Context: an optimization exercise on an open-source flow, tuned for small area, a short achievable clock period and few clock cycles. The choices shown serve that exercise and are no tape-out recipe.
In this exercise RTL edits were held to simulation tests only and were not proved equivalent to the original.
Power is estimated from default activity; no workload was simulated.

## lane 1
// pipe_exe
module pipe_exe (
    input  logic        clk,
    input  logic        rst,
    input  logic        Dstall,
    input  logic        Dw_rf,
    input  logic        Dw_dm,
    input  logic        Dw_hi,
    input  logic        Dw_lo,
    input  logic        Ddiv,
    input  logic        Dsign,
    input  logic        DisGoto,
    input  logic [3:0]  Daluc,
    input  logic        Dasource,
    input  logic        Dbsource,
    input  logic [2:0]  Drfsource,
    input  logic [31:0] DRs,
    input  logic [31:0] DRt,
    input  logic [31:0] Dimm,
    input  logic [31:0] Dpc4,
    input  logic [4:0]  Drn,
    output logic [31:0] Ealu,
    output logic [4:0]  Ern,
    output logic        Ew_rf,
    output logic        Ew_dm,
    output logic        EisGoto,
    output logic [2:0]  Erfsource,
    output logic [31:0] Ehi,
    output logic [31:0] Elo,
    output logic        Ew_hi,
    output logic        Ew_lo,
    output logic [31:0] ERt,
    output logic        div_busy
);
Size: ~2900 cells after synthesis, about 290 I/O pins, roughly 0.022 mm2 of cells after synthesis.
export LEC_CHECK = 0
export CAP_MARGIN = 20
export CORE_MARGIN = 2
export CORE_UTILIZATION = 40
export PLACE_DENSITY = 0.6
export SETUP_SLACK_MARGIN = 3.25
export SLEW_MARGIN = 20
create_clock -name core_clock -period 8.5 [get_ports {clk}]
standard.sh (not shown) runs the stock make flow with config.mk's settings and CLKGATE_MAP_FILE= SYNTH_SCRIPT=/design/flow/synth_recipe.tcl, a recipe that flattens the netlist after the stock synthesis.
==> flow/flow/run.sh <==
#!/bin/bash
# The standard layout (standard.sh), except that the port buffers are made
# from the smallest buffer cell, sky130_fd_sc_hd__buf_1, instead of the cell
# buffer_ports picks by default. Every port still gets its buffer.
set -euo pipefail
export BUFFER_PORTS_ARGS="-buffer_cell sky130_fd_sc_hd__buf_1"
bash standard.sh > standard.log 2>&1
Lane 1 reached the end of the flow, and the finished layout is clean on the timing, design-rule and antenna checks.
Testbench counts of lane 1, summed over its fixed seeds: cycles 28,016.
Input changes introduced in lane 2 (baseline for comparison: lane 1):
==> flow/run.sh (new file) <==
#!/bin/bash
# synth_recipe.tcl (not shown) runs the flow's synth.tcl, then flattens the netlist and writes it again
# the make line also repeats each setting of config.mk as NAME=value (left out here)
make -C /OpenROAD-flow-scripts/flow DESIGN_CONFIG=/design/flow/config.mk WORK_HOME=/design/flow/orfs CLKGATE_MAP_FILE= SYNTH_SCRIPT=/design/flow/synth_recipe.tcl finish
removed: flow/flow/run.sh
removed: flow/standard.sh
## What came out
- Looking at sum of routed wire length over all layers, lane 2 sits about 6% higher than lane 1 does.
- Register-to-register slack (higher): lane 2
- Between lane 2 and lane 1, the difference in worst setup margin is negligible.
- Compared with lane 1, lane 2 shows routing usage on met2 higher by 0.97 points.
- Any difference in hold slack between lane 2 and lane 1 is small enough to ignore.
- Between lane 1 and lane 2, non-clock buffer count increased.
- Going from lane 1 to lane 2, number of antenna cells inserted decreased 1; length of routed met2 wiring increased about 3.6%; final weighted congestion in routability-driven placement went down 0.016; relative contribution of combinational cells to total power went up.
- Compared with lane 1, lane 2 shows number of global-route vias before repair that has gone up slightly.
The following lists how lane 3 was set up differently from lane 2:
- changing PLACE_DENSITY from 0.6 to 0.65
==> flow/flow/run.sh (new file) <==
#!/bin/bash
# The standard layout (standard.sh), except that the port buffers are made
# from the smallest buffer cell, sky130_fd_sc_hd__buf_1, instead of the cell
# buffer_ports picks by default. Every port still gets its buffer.
set -euo pipefail
export BUFFER_PORTS_ARGS="-buffer_cell sky130_fd_sc_hd__buf_1"
bash standard.sh > standard.log 2>&1
==> flow/standard.sh (new file) <==
#!/bin/bash
# synth_recipe.tcl (not shown) runs the flow's synth.tcl, then flattens the netlist and writes it again
# the make line also repeats each setting of config.mk as NAME=value (left out here)
make -C /OpenROAD-flow-scripts/flow DESIGN_CONFIG=/design/flow/config.mk WORK_HOME=/design/flow/orfs CLKGATE_MAP_FILE= SYNTH_SCRIPT=/design/flow/synth_recipe.tcl "${@:-finish}"
removed: flow/run.sh
Results
- Relative to lane 2, the detailed-routing wirelength on met1 measured on lane 3 has decreased by more than 10%.
- Going from lane 2 to lane 3, global-route usage went down, cell depth of the worst flop-to-flop path decreased 17%.
- Via count went down by a few percent going from lane 2 to lane 3.
- Compared lane 3 vs lane 2, and final standard cell area without fillers is down in lane 3.
- Measured against lane 3, the combinational power of lane 2 comes out at 1.17 times the reference value.

==> afterwards: timing with drivers on the ports <==
In the flow no input, the clock included, has a driving cell. The finished layouts below were timed again as built, in two steps. Step 1: set_driving_cell puts a clkbuf_16 on clk and a buf_2 on each other input, an assumption about the parent block. Step 2 moves the port delays by t, midway between the first and last clock arrival at a register: inputs arrive t later, outputs are due t later. That takes back most of the time a late clock gives input paths. Slacks: no drivers / after step 1 / after step 2; pairs: no drivers / after step 1.
| run | t, ns | setup slack, ns | worst register clock-pin slew, ns | worst data-port slew with drivers (ns) |
|---|---|---|---|---|
| lane 1 | 0.562 | 3.268 / 3.268 / 2.782 | 0.09 / 0.09 | 0.08 |
| lane 2 | 0.565 | 3.268 / 3.285 / 2.740 | 0.09 / 0.09 | 0.08 |
| lane 3 | 0.566 | 3.262 / 3.208 / 2.642 | 0.09 / 0.09 | 0.10 |
After both steps every run listed still meets setup and hold. The setup slack of lane 3, which loses most, moves by -0.054 ns with the drivers and by -0.620 ns with both steps.
